Source: an optimization exercise on an open RTL-to-GDS flow (aim: small area, a short achievable clock period and few clock cycles). Production flows keep margins and buffers that such runs may drop. The RTL was checked by simulation tests, not by an equivalence proof against the original design. Power and IR drop assume default switching activity.

==> flow/design.v (outline; a module is shown in full before it is edited, if it fits) <==
// module sixteen_lane_string_hash: 14160 lines
module sixteen_lane_string_hash (
  input  wire logic                         clk,
  input  wire logic                         rst,
  input  wire logic                         s_tvalid,
  output      logic                         s_tready,
  input  wire logic [slsh_pkg::S_DATA_W-1:0] s_tdata,    
  input  wire logic                         s_tuser,    
  input  wire logic                         s_tlast,    
  output      logic                         m_tvalid,
  input  wire logic                         m_tready,
  output      logic [slsh_pkg::M_DATA_W-1:0] m_tdata,    
  output      logic                         m_tlast     
);
  // ...
==> flow/flow/run.sh <==
#!/bin/bash
# Standard layout with two changes:
#  - between synthesis and floorplan, flow/polarity.py pushes inverters through
#    full-adder cells (a full adder is self-dual), removing most of the inverters
#    synthesis leaves between the adders of the carry-save trees; registers are
#    not touched;
#  - timing repair aims for the setup margin in flow/margin (ns) instead of the
#    default, so that the achieved period is pushed below the clock period.
# The constraints (constraint.sdc) are the standard flow's, unchanged.
set -euo pipefail
work=$(pwd)
res=$work/orfs/results/${FLOW_PLATFORM:-sky130hd}/sixteen_lane_string_hash/base
margin=$(cat flow/margin 2>/dev/null || echo 0)
bash standard.sh synth > "$work/synth.log" 2>&1
cp "$res/1_2_yosys.v" "$work/1_2_yosys.orig.v"
python3 flow/polarity.py "$work/1_2_yosys.orig.v" "$res/1_2_yosys.v" > "$work/polarity.log" 2>&1
bash standard.sh "SETUP_SLACK_MARGIN=$margin" finish > "$work/layout.log" 2>&1
test -f out/final.def
==> flow/flow/margin <==
12
==> flow/flow/polarity.py <==
#!/usr/bin/env python3
"""Pushes inverters through full-adder cells.

A full adder is self-dual: FA(~a, ~b, ~c) = (~sum, ~cout). Synthesis leaves many
inverters between full adders; this chooses, for each full adder, whether it
works on its signals' complements, so that as few nets as possible need an
inverted copy, then rewrites the netlist with one inverter per such net.
usage: polarity.py in.v out.v
"""
import re, sys, random

INV = 'sky130_fd_sc_hd__inv_1'
FA_TYPES = ('sky130_fd_sc_hd__fa_1', 'sky130_fd_sc_hd__fa_2', 'sky130_fd_sc_hd__fa_4')
OUT_PINS = {'X', 'Y', 'Q', 'Q_N', 'SUM', 'COUT', 'HI', 'LO'}
INV_TYPES = ('sky130_fd_sc_hd__inv_1', 'sky130_fd_sc_hd__inv_2', 'sky130_fd_sc_hd__inv_4',
             'sky130_fd_sc_hd__clkinv_1', 'sky130_fd_sc_hd__clkinv_2')

src = open(sys.argv[1]).read()
mstart = src.index('module ')
mend = src.rindex('endmodule')
body = src[mstart:mend]

cell_re = re.compile(r'^\s*(sky130_fd_sc_hd__\w+)\s+(\S+)\s*\((.*?)\);\s*$', re.S | re.M)
pin_re = re.compile(r'\.(\w+)\(\s*(.*?)\s*\)\s*(?:,|$)', re.S)

cells = []   # [type, name, [(pin, net)]]
spans = []
for m in cell_re.finditer(body):
    pins = pin_re.findall(m.group(3))
    cells.append([m.group(1), m.group(2), pins])
    spans.append((m.start(), m.end()))
if 'assign ' in body:
    sys.exit('netlist has assign statements')

ports = set()
for m in re.finditer(r'^\s*(input|output|inout)\s+(?:\[[^\]]*\]\s*)?(\S+)\s*;', body, re.M):
    ports.add(m.group(2))

def is_port_net(n):
    base = n.split('[')[0].strip()
    return base in ports or n in ports

driver = {}     # net -> (cell index, pin)
loads = {}      # net -> [(cell index, pin)]
for i, (t, name, pins) in enumerate(cells):
    for p, n in pins:
        if not n:
            continue
        if p in OUT_PINS:
            driver[n] = (i, p)
        else:
            loads.setdefault(n, []).append((i, p))

def is_inv(i):
    return cells[i][0] in INV_TYPES

def inv_in(i):
    return dict(cells[i][2])['A']

def root(n):
    par = 0
    seen = 0
    while n in driver and is_inv(driver[n][0]) and not is_port_net(n):
        n = inv_in(driver[n][0])
        par ^= 1
        seen += 1
        if seen > 1000:
            raise SystemExit('inverter loop')
    return n, par

fa = [i for i, c in enumerate(cells) if c[0] in FA_TYPES]
fa_set = set(fa)
# FAs that may not flip: an output is a port
fixed = set()
for i in fa:
    for p, n in cells[i][2]:
        if p in OUT_PINS and is_port_net(n):
            fixed.add(i)

# logical loads: every non-inverter load pin (and inverter loads driving ports), by root
# each load: (cell index or -1, pin, base net, parity)
ll = []
for i, (t, name, pins) in enumerate(cells):
    if is_inv(i):
        out = dict(pins)['Y']
        if is_port_net(out):
            b, par = root(dict(pins)['A'])
            ll.append((i, 'A', b, par))
        continue
    for p, n in pins:
        if p in OUT_PINS or not n:
            continue
        b, par = root(n)
        ll.append((i, p, b, par))
# output ports driven through inverters are loads of their own; port nets driven directly are fine.

p = {i: 0 for i in fa}
def drv_flip(b):
    d = driver.get(b)
    if d and d[0] in fa_set:
        return p[d[0]]
    return 0

by_base = {}
for k, (i, pin, b, par) in enumerate(ll):
    by_base.setdefault(b, []).append(k)
fa_loads = {i: [] for i in fa}   # load entries on FA inputs
for k, (i, pin, b, par) in enumerate(ll):
    if i in fa_set:
        fa_loads[i].append(k)
fa_outs = {i: [n for pp, n in cells[i][2] if pp in OUT_PINS and n] for i in fa}

def need(k):
    i, pin, b, par = ll[k]
    v = par ^ drv_flip(b)
    if i in fa_set:
        v ^= p[i]
    return v

def net_cost(b):
    return 1 if any(need(k) for k in by_base.get(b, [])) else 0

def cost_around(i):
    nets = set(ll[k][2] for k in fa_loads[i]) | set(fa_outs[i])
    return sum(net_cost(b) for b in nets), nets

total = sum(net_cost(b) for b in by_base)
before = sum(1 for c in cells if c[0] in INV_TYPES)
random.seed(1)
improved = True
rounds = 0
while improved and rounds < 50:
    improved = False
    rounds += 1
    order = fa[:]
    random.shuffle(order)
    for i in order:
        if i in fixed:
            continue
        c0, nets = cost_around(i)
        p[i] ^= 1
        c1 = sum(net_cost(b) for b in nets)
        if c1 < c0:
            improved = True
        elif c1 == c0 and random.random() < 0.3:
            pass
        else:
            p[i] ^= 1
# annealing from the greedy result, keeping the best assignment seen
import math
free = [i for i in fa if i not in fixed]
cur = sum(net_cost(b) for b in by_base)
best = cur
bestp = dict(p)
steps = 100 * len(free)
for step in range(steps):
    T = 0.6 * (1 - step / steps) + 0.01
    i = random.choice(free)
    c0, nets = cost_around(i)
    p[i] ^= 1
    c1 = sum(net_cost(b) for b in nets)
    dlt = c1 - c0
    if dlt <= 0 or random.random() < math.exp(-dlt / T):
        cur += dlt
        if cur < best:
            best = cur
            bestp = dict(p)
    else:
        p[i] ^= 1
p = bestp
after = sum(net_cost(b) for b in by_base)
sys.stderr.write('inverters before %d, inverted nets after %d (%d rounds)\n' % (before, after, rounds))

# rewrite: new pin connections for non-inverter cells; inverters rebuilt
newnet = {}   # base net -> inverted net name
newinv = []
cnt = 0
def inverted(b):
    global cnt
    if b not in newnet:
        cnt += 1
        nn = '_pol_n%d_' % cnt
        newnet[b] = nn
        newinv.append(('_pol_i%d_' % cnt, b, nn))
    return newnet[b]

conn = {}   # (cell index, pin) -> net
for k, (i, pin, b, par) in enumerate(ll):
    conn[(i, pin)] = inverted(b) if need(k) else b

out_cells = []
keep = [True] * len(cells)
for i, (t, name, pins) in enumerate(cells):
    if is_inv(i):
        outn = dict(pins)['Y']
        if not is_port_net(outn):
            keep[i] = False
            continue
    newpins = []
    for pp, n in pins:
        if pp in OUT_PINS or not n:
            newpins.append((pp, n))
        else:
            newpins.append((pp, conn.get((i, pp), n)))
    cells[i][2] = newpins

def esc(n):
    return n + ' ' if n.startswith('\\') else n

def fmt(t, name, pins):
    return '  %s %s (\n%s\n  );' % (t, esc(name), ',\n'.join('    .%s(%s)' % (pp, esc(n)) for pp, n in pins))

pieces = []
last = 0
for i, (a, e) in enumerate(spans):
    pieces.append(body[last:a])
    if keep[i]:
        pieces.append('\n' + fmt(*cells[i]))
    last = e
pieces.append(body[last:])
nb = ''.join(pieces)
decl = ''.join('  wire %s;\n' % nn for _, _, nn in newinv)
invs = ''.join('\n' + fmt(INV, name, [('A', b), ('Y', nn)]) for name, b, nn in newinv)
# put declarations after the port list
hdr_end = nb.index(');') + 2
nb = nb[:hdr_end] + '\n' + decl + nb[hdr_end:] + invs + '\n'
open(sys.argv[2], 'w').write(src[:mstart] + nb + src[mend:])
sys.stderr.write('wrote %d inverters\n' % len(newinv))
==> flow/standard.sh <==
#!/bin/bash
# synth_recipe.tcl (not shown) runs the flow's synth.tcl, then flattens the netlist and writes it again
# the make line also repeats each setting of config.mk as NAME=value (left out here)
make -C /OpenROAD-flow-scripts/flow DESIGN_CONFIG=/design/flow/config.mk WORK_HOME=/design/flow/orfs CLKGATE_MAP_FILE= SYNTH_SCRIPT=/design/flow/synth_recipe.tcl "${@:-finish}"
==> flow/config.mk <==
export PLATFORM = sky130hd
export DESIGN_NAME = sixteen_lane_string_hash
export DESIGN_NICKNAME = sixteen_lane_string_hash
export VERILOG_FILES = /design/flow/design.v
export SDC_FILE = /design/flow/constraint.sdc
export NUM_CORES = 4
export LEC_CHECK = 0
export ABC_CLOCK_PERIOD_IN_PS = 4000
export CAP_MARGIN = 20
export CORE_MARGIN = 2
export CORE_UTILIZATION = 40
export SLEW_MARGIN = 20
==> flow/constraint.sdc <==
create_clock -name core_clock -period 17.0 [get_ports {clk}]
set_input_delay 3.4000 -clock core_clock [delete_from_list [all_inputs] [get_ports {clk}]]
set_output_delay 3.4000 -clock core_clock [all_outputs]
set_load 0.01 [all_outputs]
==> qor.yml, run 1 <==
outcome: "no timing/DRC/antenna violations"
grt_overflow: 0
antenna_found_initial: 24
fin_hold_ws_ns: 0.4781
seqPwrFrac: 0.102
seqAreaFraction: 0.1760
powerDensity_nw_per_um2: 218.2
cp-startpoint: "lanes[201]"
syn_area_per_cell_um2: 10.80
crit_slowest_cell: "dfxtp_1"
antennaDiodeCount: 8
post-cts-setup-buffer-count: 266
syn-cell-area_um2: 89340
critPathTopFamily: "adder cells"
dominant_cells: "multi-input gates"
clockNetworkAreaShare: 0.03441
top_regs: "lanes: 512 flops, sl_code: 96 flops"
cts_inserted_buffers: 102
tightestPinTransition_ns: 1.182
grt-busiest-layer: "met2"
end_kind: "register"
ys_warn_count: 1
layout_common_cells: "1515 x fa_1, 966 x inv_1, 905 x ha_1"
arrival_ns: 5.98
nNonClkInverters: 992
place.gp.congestion: 1.030
cts_root_buffer: "clkbuf_16"
fmax_mhz: 189.2
p_comb_frac: 0.794
placed_cells: 11190
bufAreaShareNonClock: 0.04514
grt_use_met2: 0.4247
finalHoldViolations: 0
ant_nets: 0
fin_worst_skew_ns: 0.04391
largest_reg_flops: 512
multi_input_area_share: 0.6716
hp-start: "sl_user[4]"
internal_power_mw: 11.98
final_util: 0.4644
Testbench counts, summed over its fixed seeds: cycles 20,958.
==> run 2: changes to the inputs <==
--- a/flow/config.mk
+++ b/flow/config.mk
@@ -7,3 +7,3 @@
 export LEC_CHECK = 0
-export ABC_CLOCK_PERIOD_IN_PS = 4000
+export ABC_CLOCK_PERIOD_IN_PS = 8000
 export CAP_MARGIN = 20
==> qor.yml, run 2 <==
outcome: "no timing/DRC/antenna violations"
power.share.clock: 0.104
first_pass_iters: 5
seqPwrFrac: 0.102  # about the same
io_pins: 121
rsz0062_at_grt: "yes"
place.gp.congestion: 1.030  # unchanged
final_common_cell: "fa_1"
wl_per_cell_um: 26.57
rows: 173
core_area_um2: 222100
hp-start: "sl_user[4]"
fin_crit_ns: 5.285
top_regs: "lanes: 512 flops, sl_code: 96 flops"
wirelength_mm: 312.1
first_global_vias: 69200
cts_root_buffer: "clkbuf_16"
via_per_inst: 5.600
worst_path_most_repeated_cell: "fa_1"
placed_cells: 11190  # unchanged
fin_worst_skew_ns: 0.04391  # unchanged
critPathMaxFanout: 6
cts_inserted_buffers: 102  # unchanged
cts_sinks: 779
switching_power_mw: 10.51
syn_area_per_cell_um2: 10.80  # unchanged
crit_type: "register to register"
start_util: 0.4023
ant_nets: 0  # unchanged
vias: 65780
r2r_start: "lanes[201]"
syn-cell-area_um2: 89340  # unchanged
total_leakage_power_nw: 41.83
cts_tree: "yes"
dp_hpwl_mm: 248.0
layout_common_cells: "1515 x fa_1, 966 x inv_1, 905 x ha_1"
fmax_mhz: 189.2  # unchanged
port_buffers: 108
hold_class: "register to register"
die_w_um: 476.6
cp.required_ns: 17.69
crit_chain: "fa_1 -> fa_1 -> fa_1 -> fa_1 -> ha_4 -> a21o_1 -> a2111o_1 -> a31oi_1 -> o21ai_2 -> buf_4 -> a21o_1 -> a21o_1 -> a21oi_2 -> buf_4 -> buf_6 -> xnor2_2 -> nand2_1 -> a21oi_2"
ys_warn_count: 1  # unchanged
syn2layout_area_growth_pct: 15.43
arrival_ns: 5.98  # about the same
maxSlewViolCount: 0
finalHoldViolations: 0  # unchanged
switching_share: 0.4674
clkSlewWorstSetupHoldPaths_ns: 0.06
clk_latency_ns: 0.79
ir_worst_vdd_mv: 0.4954
worstHoldPathCells: 2
rr_worst_depth: 18
final-instance-count-excl-fill: 11750
hold_end: "sl_user[4]"
end_kind: "register"
die_area_um2: 227200
setup_viol: 0
drive_above_1_share: 0.1479
maxCapViolCount: 0
ff2ff_setup_slack_ns: 11.71
p_comb_frac: 0.794  # about the same
grtUsageTotal: 0.2764
tightestPinTransition_ns: 1.182  # unchanged
slew_headroom: 0.2122
grt_pass1_wl_mm: 464.8
clockBufferDepth: 3
grt_overflow: 0  # unchanged
internal_power_mw: 11.98  # unchanged
powerDensity_nw_per_um2: 218.2  # unchanged
fp.dieH_um: 476.6
period_share: 0.3109
antenna_found_initial: 24  # unchanged
critPathMaxStageDelay_ns: 0.71
fin_setup_tns_ns: 0
max_flop_register: "lanes"
drc: 0
rr_endpoint: "lanes[214]"
grt_max_degree: 61
drtIter0Drc: 5598
cts_max_level: 3
crit_slowest_cell: "dfxtp_1"
largest_reg_flops: 512  # unchanged
syn_inst: 8275
start_kind: "register"
nets: 11280
-- run 2: layout make-up --
class,instances,area [µm²]
Timing Repair Buffer,545,4656
Sequential cell,779,18150
Antenna cell,8,20.02
Inverter,992,3767
Tap cell,2975,3722
Clock inverter,68,758.2
Multi-Input combinational cell,6254,69260
Fill cell,20400,119000
Clock buffer,126,2790
-- run 2: power groups by stage --
| stage | Combinational, mW | Clock [mW] | Sequential [mW] |
|---|---|---|---|
| 2_1_floorplan | 11.5 | 0 | 2.25 |
| 3_3_place_gp | 14.2 | 0 | 2.47 |
| 3_5_place_dp | 14.4 | 0 | 2.47 |
| 4_1_cts | 16.1 | 2.37 | 2.29 |
| 5_1_grt | 19.8 | 2.45 | 2.29 |
| 6_report | 17.9 | 2.33 | 2.29 |
-- run 2: worst max-delay path by stage --
stage	startpoint	to	cells after the start
2_1_floorplan	m_tready	b_i[0]	2
3_3_place_gp	lanes[362]	lanes[380]	17
3_5_place_dp	lanes[362]	lanes[382]	17
4_1_cts	sl_code[68]	lanes[368]	17
5_1_grt	sl_code[40]	lanes[215]	21
6_report	lanes[201]	lanes[214]	18
-- run 2: through the flow --
stage	hold WS, ns	area (µm²)	utilization	setup slack (ns)	total power, mW
after floorplan	0.4406	89590	-	11.63	13.71
final	0.4781	103100	0.4644	11.71	22.50
after CTS	0.4771	101000	0.4546	11.76	20.76
after detailed placement	0.4678	93960	0.4231	11.21	16.89
after global routing	0.4955	103100	0.4643	11.60	24.55
after global placement	0.4617	93950	0.4230	11.29	16.67
-- run 2: worst max-delay path: cells and delay by family (launching register included) --
family                     cells  cell delay, ns
buffers and inverters          3            0.39
xor gates and xnor gates       1            0.09
and+or+nand+nor                1            0.09
DFF                            1            0.71
adders and majority gates      5            2.30
AOI/OAI and AO/OA              8            1.60
-- run 2: repair_timing --
| action | in CTS | in global routing |
|---|---|---|
| setup endpoints to repair | 295 | 156 |
| resized for setup | 505 | 324 |
| pin swaps | 219 | 268 |
| setup buffers | 266 | 94 |
| hold buffers | 0 | 0 |
-- run 2: routing by layer --
metal  up-vias  global-route usage  share of wire
li1      28630                   -              -
met1     34060              0.3642           0.41
met2      2484              0.4247           0.45
met3       592             0.05877          0.083
met4        14              0.1501          0.065
met5         -            0.006092        0.00090
==> run 3: changes to the inputs <==
--- a/flow/config.mk
+++ b/flow/config.mk
@@ -7,3 +7,2 @@
 export LEC_CHECK = 0
-export ABC_CLOCK_PERIOD_IN_PS = 8000
 export CAP_MARGIN = 20
==> qor.yml, run 3 <==
fin_worst_skew_ns: 0.04391  # unchanged
fmax_mhz: 189.2  # unchanged
syn2layout_area_growth_pct: 15.43  # unchanged
place.gp.congestion: 1.030  # unchanged
core_area_um2: 222100  # unchanged
critPathMaxStageDelay_ns: 0.71  # about the same
nets: 11280  # unchanged
syn-cell-area_um2: 89340  # unchanged
seqCellArea_um2: 18150  # unchanged
die_w_um: 476.6  # unchanged
end_kind: "register"
multiInputGateArea_um2: 69260  # unchanged
wirelength_mm: 312.1  # unchanged
r2r_start: "lanes[201]"
drive_above_1_share: 0.1479  # unchanged
max_flop_register: "lanes"
ant_nets: 0  # unchanged
crit_type: "register to register"
fp.dieH_um: 476.6  # unchanged
die_area_um2: 227200  # unchanged
start_kind: "register"
first_pass_iters: 5  # unchanged
ff2ff_setup_slack_ns: 11.71  # about the same
rows: 173  # unchanged
syn_inst: 8275  # unchanged
drc: 0  # unchanged
critPathBufInv: 3  # unchanged
critPathMaxFanout: 6  # unchanged
top_regs: "lanes: 512 flops, sl_code: 96 flops"
cts_max_level: 3  # unchanged
largest_reg_flops: 512  # unchanged
fin_hold_ws_ns: 0.4781  # unchanged
finalHoldViolations: 0  # unchanged
rr_endpoint: "lanes[214]"
final_common_cell: "fa_1"
setup_viol: 0  # unchanged
clk_latency_ns: 0.79  # about the same
cts_inserted_buffers: 102  # unchanged
grt_max_degree: 61  # unchanged
period_share: 0.3109  # unchanged
arrival_ns: 5.98  # about the same
cts_root_buffer: "clkbuf_16"
worst_path_most_repeated_cell: "fa_1"
clockBufferDepth: 3  # unchanged
cts_sinks: 779  # unchanged
final-instance-count-excl-fill: 11750  # unchanged
via_per_inst: 5.600  # unchanged
clkSlewWorstSetupHoldPaths_ns: 0.06  # about the same
path_depth: 18  # unchanged
crit_chain: "fa_1 -> fa_1 -> fa_1 -> fa_1 -> ha_4 -> a21o_1 -> a2111o_1 -> a31oi_1 -> o21ai_2 -> buf_4 -> a21o_1 -> a21o_1 -> a21oi_2 -> buf_4 -> buf_6 -> xnor2_2 -> nand2_1 -> a21oi_2"
fin_setup_tns_ns: 0  # unchanged
placed_cells: 11190  # unchanged
maxSlewViolCount: 0  # unchanged
first_global_vias: 69200  # unchanged
powerDensity_nw_per_um2: 218.2  # unchanged
grt_overflow: 0  # unchanged
grtUsageTotal: 0.2764  # unchanged
start_util: 0.4023  # unchanged
antenna_found_initial: 24  # unchanged
io_pins: 121  # unchanged
cp.required_ns: 17.69  # about the same
slew_headroom: 0.2122  # unchanged
tightestPinTransition_ns: 1.182  # unchanged
ys_warn_count: 1  # unchanged
port_buffers: 108  # unchanged
total_leakage_power_nw: 41.83  # unchanged
grt_pass1_wl_mm: 464.8  # unchanged
drtIter0Drc: 5598  # unchanged
critPathTopFamily: "adder cells"
cts_tree: "yes"
maxCapViolCount: 0  # unchanged
rsz0062_at_grt: "yes"
fillers: 20400  # unchanged
hold_class: "register to register"
wl_per_cell_um: 26.57  # unchanged
ir_worst_vdd_mv: 0.4954  # unchanged
crit_end: "lanes[214]"
vias: 65780  # unchanged
cp-startpoint: "lanes[201]"
syn_area_per_cell_um2: 10.80  # unchanged
dp_hpwl_mm: 248.0  # unchanged
crit_slowest_cell: "dfxtp_1"
fin_crit_ns: 5.285  # unchanged
rr_worst_depth: 18  # unchanged
outcome: "no timing/DRC/antenna violations"
layout_common_cells: "1515 x fa_1, 966 x inv_1, 905 x ha_1"
## run 3: worst register-to-register path, delay by kind of cell, from the launching register on
kind	cells	cell delay, ns
adders and majority gates	5	2.30
AOI/OAI and AO/OA	8	1.60
DFF	1	0.71
buffers and inverters	3	0.39
xor gates and xnor gates	1	0.09
and+or+nand+nor	1	0.09
## run 3: what timing repair did
item                                   CTS  global route
resized for setup                      505           324
hold buffers                             0             0
gates cloned                             0             0
setup endpoints to repair              295           156
endpoints found under the hold margin    0             0
setup buffers                          266            94
pin swaps                              219           268
## run 3: power breakdown
part | total, mW | internal (mW) | switching, mW | leakage, nW
Combinational | 17.9 | 8.62 | 9.26 | 33.2
Clock | 2.33 | 1.35 | 0.988 | 1.70
Sequential | 2.29 | 2.02 | 0.270 | 6.88
Total | 22.5 | 12.0 | 10.5 | 41.8
## run 3: cell type report
class / instances / area share
clock buffers: 126 / 0.02705
inverters: 992 / 0.03653
repair buffers: 545 / 0.04514
flip-flops and latches: 779 / 0.1760
clock inverters: 68 / 0.007352
well taps: 2975 / 0.03609
diodes: 8 / 0.0001941
multi-input cells: 6254 / 0.6716
## run 3: stage by stage
stage                     area (µm²)  utilization  setup slack, ns  power [mW]
after detailed placement       93960       0.4231            11.21       16.89
after floorplan                89590            -            11.63       13.71
after global routing          103100       0.4643            11.60       24.55
after global placement         93950       0.4230            11.29       16.67
after CTS                     101000       0.4546            11.76       20.76
final                         103100       0.4644            11.71       22.50
## run 3: layer usage
metal	up-vias	wire, µm	global-route usage
met3	592	25980	0.05877
met4	14	20370	0.1501
li1	28630	-	-
met1	34060	126500	0.3642
met5	-	282	0.006092
met2	2484	139000	0.4247
## run 3: how the worst min path moves through the flow
stage,start,end,slack (ns),cells past startpoint
floorplan,lanes[380],lanes[380],0.44,2
global placement,sl_user[4],sl_user[4],0.46,2
detailed placement,sl_user[4],sl_user[4],0.47,2
CTS,sl_user[4],sl_user[4],0.48,2
global route,sl_user[7],sl_user[7],0.50,2
finish,sl_user[4],sl_user[4],0.48,2
==> run 4: changes to the inputs <==
--- a/flow/config.mk
+++ b/flow/config.mk
@@ -9,3 +9,3 @@
 export CORE_MARGIN = 2
-export CORE_UTILIZATION = 40
+export CORE_UTILIZATION = 60
 export SLEW_MARGIN = 20
==> qor.yml, run 4 <==
drive_above_1_share: 0.1578  # +0.009958
largest_reg_flops: 512  # unchanged
arrival_ns: 5.87  # -0.11 ns
fillers: 11150  # -45%
cp.required_ns: 17.61  # -0.08 ns
grt_overflow: 0  # unchanged
cts_tree: "yes"
clkSlewWorstSetupHoldPaths_ns: 0.06  # about the same
dp_slack_ns: 11.10  # -0.1042 ns
place_area_um2: 92660  # -1.4%
dp_hpwl_mm: 240.2  # -3.2%
crit_type: "register to register"
rows: 141  # -18%
worst_path_most_repeated_cell: "a21o_1"
grt_pass1_wl_mm: 458.3  # -1.4%
start_kind: "register"
vias: 67660  # +2.9%
start_util: 0.6043  # +0.2020
tightestPinTransition_ns: 1.302  # +0.1202 ns
setup_ws_ns: 11.75  # +0.03070 ns
fin_setup_tns_ns: 0  # unchanged
core_area_um2: 147800  # -33%
grt_use_met2: 0.6235  # +0.1987
cts_hold_buffers: 0  # unchanged
grt_use_met1: 0.5355  # +0.1713
wl_per_cell_um: 28.57  # +7.5%
syn_area_per_cell_um2: 10.80  # unchanged
fin_crit_ns: 5.255  # -0.03070 ns
stdcell_area_um2: 102600  # -0.49%
outcome: "no timing/DRC/antenna violations"
die_w_um: 389.9  # -18%
grtUsageTotal: 0.4132  # +0.1368
drc: 0  # unchanged
clockBufferDepth: 3  # unchanged
total_leakage_power_nw: 42.27  # +1.1%
grt-busiest-layer: "met2"
maxCapViolCount: 0  # unchanged
top_regs: "lanes: 512 flops, sl_code: 96 flops"
rsz0062_at_grt: "yes"
first_global_vias: 70650  # +2.1%
grt_max_degree: 73  # +20%
first_pass_iters: 6  # +1
syn_inst: 8275  # unchanged
slew_headroom: 0.1320  # -0.08015
antenna_found_initial: 30  # +25%
io_pins: 121  # unchanged
cts_max_level: 3  # unchanged
powerDensity_nw_per_um2: 222.5  # +2.0%
ant_nets: 0  # unchanged
fin_worst_skew_ns: 0.03059  # -0.01333 ns
layout_common_cells: "1517 x fa_1, 963 x inv_1, 906 x ha_1"
syn2layout_area_growth_pct: 14.87
die_area_um2: 152000  # -33%
place.gp.congestion: 1.073  # +4.2%
use_met3: 0.1142  # +0.05543
crit_chain: "buf_4 -> buf_6 -> fa_1 -> fa_2 -> fa_2 -> fa_1 -> ha_2 -> a21o_1 -> a21o_1 -> a21o_1 -> a221oi_2 -> o221ai_2 -> o21a_1 -> a41oi_4 -> o21ai_4 -> o31ai_2 -> xnor2_1 -> o21ai_1"
ir_worst_vdd_mv: 0.4395  # -11%
max_flop_register: "lanes"
final_util: 0.6942  # +0.2298
wirelength_mm: 308.4  # -1.2%
end_kind: "register"
drtIter0Drc: 6371  # +14%
fp.dieH_um: 389.9  # -18%
finalHoldViolations: 0  # unchanged
cts_root_buffer: "clkbuf_16"
critPathMaxStageDelay_ns: 0.56  # -0.15 ns
ys_warn_count: 1  # unchanged
setup_viol: 0  # unchanged
cts_inserted_buffers: 99  # -2.9%
critPathMaxFanout: 3  # -3
total_power_mw: 22.83  # +1.5%
syn-cell-area_um2: 89340  # unchanged
maxSlewViolCount: 0  # unchanged
final_common_cell: "fa_1"
cts_sinks: 779  # unchanged
clk_latency_ns: 0.76  # -0.03 ns
nets: 11370  # +0.80%
crit_slowest_cell: "fa_1"
period_share: 0.3091  # -0.001806
port_buffers: 108  # unchanged
fmax_mhz: 190.3  # +0.58%
via_per_inst: 6.267  # +12%
hold_class: "register to register"
run 4: final cells by class:
type                    count  area [µm²]  share of cell area
diodes                     14       35.03           0.0003414
clock buffers             123        2710             0.02641
clock inverters            65       835.8            0.008144
inverters                 992        3781             0.03684
multi-input cells        6254       69350              0.6757
flip-flops and latches    779       18170              0.1771
well taps                1930        2415             0.02353
repair buffers            638        5328             0.05191
run 4: layer usage:
metal  up-vias  share of wire
li1      28780              -
met4        26          0.075
met3       889           0.11
met5         -        0.00058
met1     34600           0.38
met2      3369           0.44
run 4: worst max-delay path: cells and delay by family (launching register included):
| kind | cells | cell delay [ns] |
|---|---|---|
| AOI/OAI and AO/OA | 10 | 1.95 |
| xor gates and xnor gates | 1 | 0.15 |
| adders and majority gates | 5 | 2.21 |
| buffers and inverters | 2 | 0.30 |
| DFF | 1 | 0.47 |
run 4: path summary, 6_finish.rpt:
kind	startpoint	to	slack, ns	cells past startpoint
setup / recovery	sl_code[67]	lanes[383]	11.75	18
hold / removal	sl_user[2]	sl_user[2]	0.48	2
hold reg to reg	sl_user[2]	sl_user[2]	0.48	2
setup reg to reg	sl_code[67]	lanes[383]	11.75	18
run 4: where the power goes:
part / leakage, nW / switching, mW / internal, mW
Combinational: 33.7 / 9.33 / 8.87
Clock: 1.69 / 0.968 / 1.37
Sequential: 6.88 / 0.272 / 2.02
Total: 42.3 / 10.6 / 12.3
run 4: repair_timing:
action                                  CTS  global route
buffers inserted                        323           126
pin swaps                               228           303
resized for setup                       459           382
endpoints found under the setup margin  289           151
run 4: stage by stage:
| stage | hold slack, ns | std cells |
|---|---|---|
| after floorplan | 0.4406 | 8286 |
| after global placement | 0.4627 | 10140 |
| after detailed placement | 0.4680 | 10140 |
| after CTS | 0.4769 | 10650 |
| after global routing | 0.5070 | 10780 |
| final | 0.4788 | 10800 |
==> run 5: changes to the inputs <==
--- a/flow/config.mk
+++ b/flow/config.mk
@@ -7,5 +7,7 @@
 export LEC_CHECK = 0
+export ABC_AREA = 1
 export CAP_MARGIN = 20
 export CORE_MARGIN = 2
-export CORE_UTILIZATION = 60
+export CORE_UTILIZATION = 40
 export SLEW_MARGIN = 20
+export TNS_END_PERCENT = 5
==> qor.yml, run 5 <==
outcome: "no timing/DRC/antenna violations"
fmax_mhz: 193.1  # +1.5%
powerDensity_nw_per_um2: 205.4  # -7.7%
cts_tree: "yes"
critPathTopFamily: "buffers and inverters"
syn_area_per_cell_um2: 8.418  # -22%
clkSlewWorstSetupHoldPaths_ns: 0.06  # about the same
start_kind: "register"
end_kind: "output pin"
fillers: 24280  # +120%
syn-cell-area_um2: 99180  # +11%
cts_hold_buffers: 0  # unchanged
critPathMaxFanout: 2  # -1
slew_headroom: 0.1392  # +0.007124
final_common_cell: "nand2_1"
setup_viol: 0  # unchanged
ant_nets: 0  # unchanged
cts_root_buffer: "clkbuf_16"
cts_inserted_buffers: 107  # +8.1%
rsz0062_at_grt: "yes"
maxSlewViolCount: 0  # unchanged
finalHoldViolations: 0  # unchanged
wl_per_cell_um: 20.80  # -27%
drc: 0  # unchanged
io_pins: 121  # unchanged
grtUsageTotal: 0.2571  # -0.1561
cts_max_level: 3  # unchanged
hold_class: "register to register"
fin_hold_ws_ns: 0.4662  # -0.01262 ns
crit_slowest_cell: "clkdlybuf4s50_1"
critPathBufInv: 2  # unchanged
nets: 14480  # +27%
critPathMaxStageDelay_ns: 0.53  # -0.03 ns
crit_type: "register to output pin"
maxCapViolCount: 0  # unchanged
arrival_ns: 1.78  # -4.09 ns
fin_worst_skew_ns: 0.06667  # +0.03608 ns
vias: 78150  # +16%
syn_inst: 11780  # +42%
fp.dieH_um: 501.9  # +29%
period_share: 0.3046  # -0.004476
fin_crit_ns: 5.179  # -0.07610 ns
tightestPinTransition_ns: 1.278  # -0.02419 ns
start_util: 0.4029  # -0.2014
wirelength_mm: 318.0  # +3.1%
grt_max_degree: 86  # +18%
first_global_vias: 77940  # +10%
die_area_um2: 251900  # +66%
drive_above_1_share: 0.03800  # -0.1198
die_w_um: 501.9  # +29%
cts_sinks: 779  # unchanged
fin_setup_tns_ns: 0  # unchanged
drtIter0Drc: 7184  # +13%
ys_warn_count: 1  # unchanged
port_buffers: 108  # unchanged
cp.required_ns: 13.60  # -4.01 ns
clk_latency_ns: 0.82  # +0.06 ns
grt_overflow: 0  # unchanged
largest_reg_flops: 512  # unchanged
clockBufferDepth: 3  # unchanged
setup_ws_ns: 11.82  # +0.07610 ns
rows: 182  # +29%
antenna_found_initial: 15  # -50%
grt_pass1_wl_mm: 487.5  # +6.4%
place.gp.congestion: 1.029  # -4.1%
total_leakage_power_nw: 52.68  # +25%
first_pass_iters: 8  # +2
dp_slack_ns: 11.49  # +0.3898 ns
core_area_um2: 246200  # +67%
layout_common_cells: "2682 x nand2_1, 2263 x inv_1, 1616 x fa_1"
via_per_inst: 5.112  # -18%
syn2layout_area_growth_pct: 8.687
crit_chain: "inv_1 -> clkdlybuf4s50_1"
total_power_mw: 22.14  # -3.0%
ir_worst_vdd_mv: 0.2402  # -45%
top_regs: "lanes: 512 flops, sl_code: 96 flops"
max_flop_register: "lanes"
dp_hpwl_mm: 259.7  # +8.1%
## run 5: repair_timing
item / CTS / global route
hold endpoints to repair: 0 / 0
resized for setup: 7 / 8
pin swaps: 0 / 2
endpoints found under the setup margin: 98 / 150
setup buffers: 2 / 52
## run 5: layer usage
layer	GRT usage	share of wire	vias up
met5	0	0.00043	-
met4	0.1324	0.063	20
met3	0.05438	0.083	563
met2	0.3929	0.43	2521
met1	0.3431	0.42	38090
li1	-	-	36950
## run 5: tightest hold or removal path: cells and delay by family, from the launching register on
kind | cells | cell delay, ns
flops | 1 | 0.31
simple gates | 1 | 0.06
compound gates | 1 | 0.05
## run 5: worst paths after layout
path / startpoint / cells after the start / endpoint / slack, ns
worst max-delay path: a_ge[4] / 2 / m_tdata[73] / 11.82
worst min-delay path: sl_user[1] / 2 / sl_user[1] / 0.47
worst max register to register: sl_code[33] / 13 / lanes[177] / 12.08
worst min register to register: sl_user[1] / 2 / sl_user[1] / 0.47
## run 5: layout make-up
| type | count | area (µm²) | area share |
|---|---|---|---|
| Multi-Input combinational cell | 8499 | 71500 | 0.6633 |
| Sequential cell | 779 | 17900 | 0.1660 |
| Inverter | 2267 | 8524 | 0.07908 |
| Tap cell | 3312 | 4144 | 0.03844 |
| Clock buffer | 143 | 3038 | 0.02818 |
| Timing Repair Buffer | 225 | 1986 | 0.01842 |
| Clock inverter | 61 | 698.2 | 0.006477 |
| Antenna cell | 2 | 5.005 | 0.00004643 |
## run 5: report_power, final
group / switching, mW / total [mW] / internal (mW)
Combinational: 10.6 / 17.3 / 6.70
Sequential: 0.311 / 2.33 / 2.02
Clock: 1.06 / 2.46 / 1.40
## run 5: per-stage QoR
step,area (µm²),util,instances
global route,107800,0.4379,15290
finish,107800,0.4379,15290
global placement,103600,0.4208,15030
floorplan,99240,-,11790
detailed placement,103600,0.4208,15030
CTS,107300,0.4360,15230
==> run 6: changes to the inputs <==
--- a/flow/config.mk
+++ b/flow/config.mk
@@ -12,2 +12 @@
 export SLEW_MARGIN = 20
-export TNS_END_PERCENT = 5
==> qor.yml, run 6 <==
cts_max_level: 3  # unchanged
crit_slowest_cell: "edfxtp_1"
power.share.clock: 0.111  # about the same
end_kind: "output pin"
path_depth: 2  # unchanged
fp.dieH_um: 501.9  # unchanged
via_per_inst: 5.122  # +0.20%
die_area_um2: 251900  # unchanged
place.gp.congestion: 1.029  # unchanged
finalHoldViolations: 0  # unchanged
worstHoldPathCells: 2  # unchanged
place_area_um2: 103600  # unchanged
start_kind: "register"
critPathMaxFanout: 2  # unchanged
seqPwrFrac: 0.103  # -0.002
syn_area_per_cell_um2: 8.418  # unchanged
dp_slack_ns: 11.49  # unchanged
largest_reg_flops: 512  # unchanged
switching_share: 0.5420  # about the same
setup_viol: 0  # unchanged
hold_class: "register to register"
ir_worst_vdd_mv: 0.2386  # -0.66%
grt_overflow: 0  # unchanged
ys_warn_count: 1  # unchanged
critPathBufInv: 2  # unchanged
total_leakage_power_nw: 53.39  # +1.3%
critPathTopFamily: "flip-flops"
slew_headroom: 0.1261  # -0.01302
crit_chain: "inv_1 -> dlygate4sd2_1"
wirelength_mm: 319.2  # +0.39%
drtIter0Drc: 7070  # -1.6%
crit_type: "register to output pin"
clkSlewWorstSetupHoldPaths_ns: 0.06  # about the same
total_power_mw: 22.23  # +0.40%
grt_pass1_wl_mm: 488.0  # +0.10%
final_util: 0.4400  # +0.002170
clockBufferDepth: 3  # unchanged
period_share: 0.2891  # -0.01547
cts_tree: "yes"
grtUsageTotal: 0.2574  # +0.0002890
tightestPinTransition_ns: 1.297  # +0.01932 ns
clk_latency_ns: 0.82  # about the same
syn_inst: 11780  # unchanged
wl_per_cell_um: 20.77  # -0.15%
p_comb_frac: 0.787  # +0.004
start_util: 0.4029  # unchanged
rr_worst_depth: 13  # unchanged
grt-busiest-layer: "met2"
syn2layout_area_growth_pct: 9.225
final-instance-count-excl-fill: 15370  # +0.54%
die_w_um: 501.9  # unchanged
max_flop_register: "lanes"
crit_end: "m_tdata[41]"
ant_nets: 0  # unchanged
cts_root_buffer: "clkbuf_16"
fmax_mhz: 203.4  # +5.4%
setup_ws_ns: 12.08  # +0.2630 ns
ff2ff_setup_slack_ns: 12.20  # +0.12 ns
vias: 78720  # +0.74%
top_regs: "lanes: 512 flops, sl_code: 96 flops"
io_pins: 121  # unchanged
cts_sinks: 779  # unchanged
cts_inserted_buffers: 107  # unchanged
r2r_start: "sl_code[30]"
use_met3: 0.05445  # +0.00007662
maxSlewViolCount: 0  # unchanged
antenna_found_initial: 15  # unchanged
core_area_um2: 246200  # unchanged
cp-startpoint: "a_ge[0]"
powerDensity_nw_per_um2: 205.2  # about the same
placed_cells: 15030  # unchanged
drc: 0  # unchanged
critPathMaxStageDelay_ns: 0.38  # -0.15 ns
grt_use_met2: 0.3936  # +0.0007576
rows: 182  # unchanged
fin_setup_tns_ns: 0  # unchanged
fin_worst_skew_ns: 0.06667  # +0.0000008000 ns
first_global_vias: 78020  # +0.11%
arrival_ns: 1.52  # -0.26 ns
first_pass_iters: 6  # -2
grt_max_degree: 86  # unchanged
final_common_cell: "nand2_1"
syn-cell-area_um2: 99180  # unchanged
fin_hold_ws_ns: 0.4662  # +0.00002100 ns
dp_hpwl_mm: 259.7  # unchanged
port_buffers: 108  # unchanged
fin_crit_ns: 4.916  # -0.2630 ns
switching_power_mw: 12.05  # +0.31%
rr_endpoint: "lanes[177]"
layout_common_cells: "2682 x nand2_1, 2260 x inv_1, 1615 x fa_1"
cp.required_ns: 13.60  # about the same
maxCapViolCount: 0  # unchanged
grt_use_met1: 0.3431  # unchanged
stdcell_area_um2: 108300  # +0.50%
internal_power_mw: 10.18  # +0.50%
outcome: "no timing/DRC/antenna violations"
rsz0062_at_grt: "yes"
nets: 14570  # +0.57%
drive_above_1_share: 0.04512  # +0.007124
[run 6: layout make-up]
| type | count | area [µm²] |
|---|---|---|
| Timing Repair Buffer | 307 | 2496 |
| Clock inverter | 61 | 698.2 |
| Sequential cell | 779 | 17900 |
| Inverter | 2267 | 8532 |
| Multi-Input combinational cell | 8499 | 71510 |
| Antenna cell | 2 | 5.005 |
| Fill cell | 24300 | 137800 |
| Clock buffer | 143 | 3038 |
| Tap cell | 3312 | 4144 |
[run 6: metal layers]
layer	part of all wire	wire, µm
met4	0.065	20820
met1	0.42	132800
met3	0.086	27420
met2	0.43	138000
met5	0.00034	110
[run 6: what timing repair did]
action / 4_1_cts / 5_1_grt
setup endpoints to repair: 98 / 47
gates resized for setup: 99 / 15
hold buffers: 0 / 0
buffers inserted: 10 / 126
pin swaps: 0 / 1
[run 6: tightest hold or removal path, stage by stage (launching register included)]
cell,delay (ns)
dfxtp_1,0.31
nand2_1,0.06
a21oi_1,0.05
[run 6: power by group through the flow]
stage	registers, mW	logic (mW)	clock network [mW]
after detailed placement	2.40	17.0	0
after floorplan	2.26	13.7	0
after global placement	2.40	16.8	0
after global routing	2.30	20.4	2.56
after CTS	2.35	17.2	2.50
final	2.28	17.5	2.46
[run 6: worst min path at each step]
| stage | to | slack [ns] | startpoint |
|---|---|---|---|
| finish | sl_user[3] | 0.47 | sl_user[3] |
| global route | sl_user[14] | 0.48 | sl_user[14] |
| CTS | sl_user[6] | 0.46 | sl_user[6] |
| detailed placement | sl_user[6] | 0.46 | sl_user[6] |
| global placement | sl_user[3] | 0.45 | sl_user[3] |
| floorplan | sl_last[0] | 0.45 | sl_last[0] |

==> afterwards: timing with drivers on the ports <==
The flow's constraints put no driver on any port. The routed layouts listed below were extracted and timed again, unchanged, in two steps. Step 1 sets driving cells, clkbuf_16 on the clock port and buf_2 on the other inputs (assumed; they add their load-dependent delay and slew). Step 2 adds t to the input delays and takes it off the output delays; t is the mean of the earliest and latest rising clock arrival at the registers after step 1. Input paths then give back, and output paths get back, about the clock's delay inside the block. Three values: ideal ports, drivers, drivers and shift; two values: the first two.
run	t (ns)	setup slack, ns	pins driven straight from the clock port
run 1	0.851	11.715 / 11.715 / 11.445	1
run 2	0.851	11.715 / 11.715 / 11.445	1
run 3	0.851	11.715 / 11.715 / 11.445	1
run 4	0.833	11.745 / 11.745 / 11.660	1
run 5	0.878	11.822 / 11.726 / 11.529	1
run 6	0.880	12.085 / 11.987 / 11.519	1
After both steps every run listed still meets setup and hold. The setup slack of run 6, which loses most, moves by -0.098 ns with the drivers and by -0.566 ns with both steps.
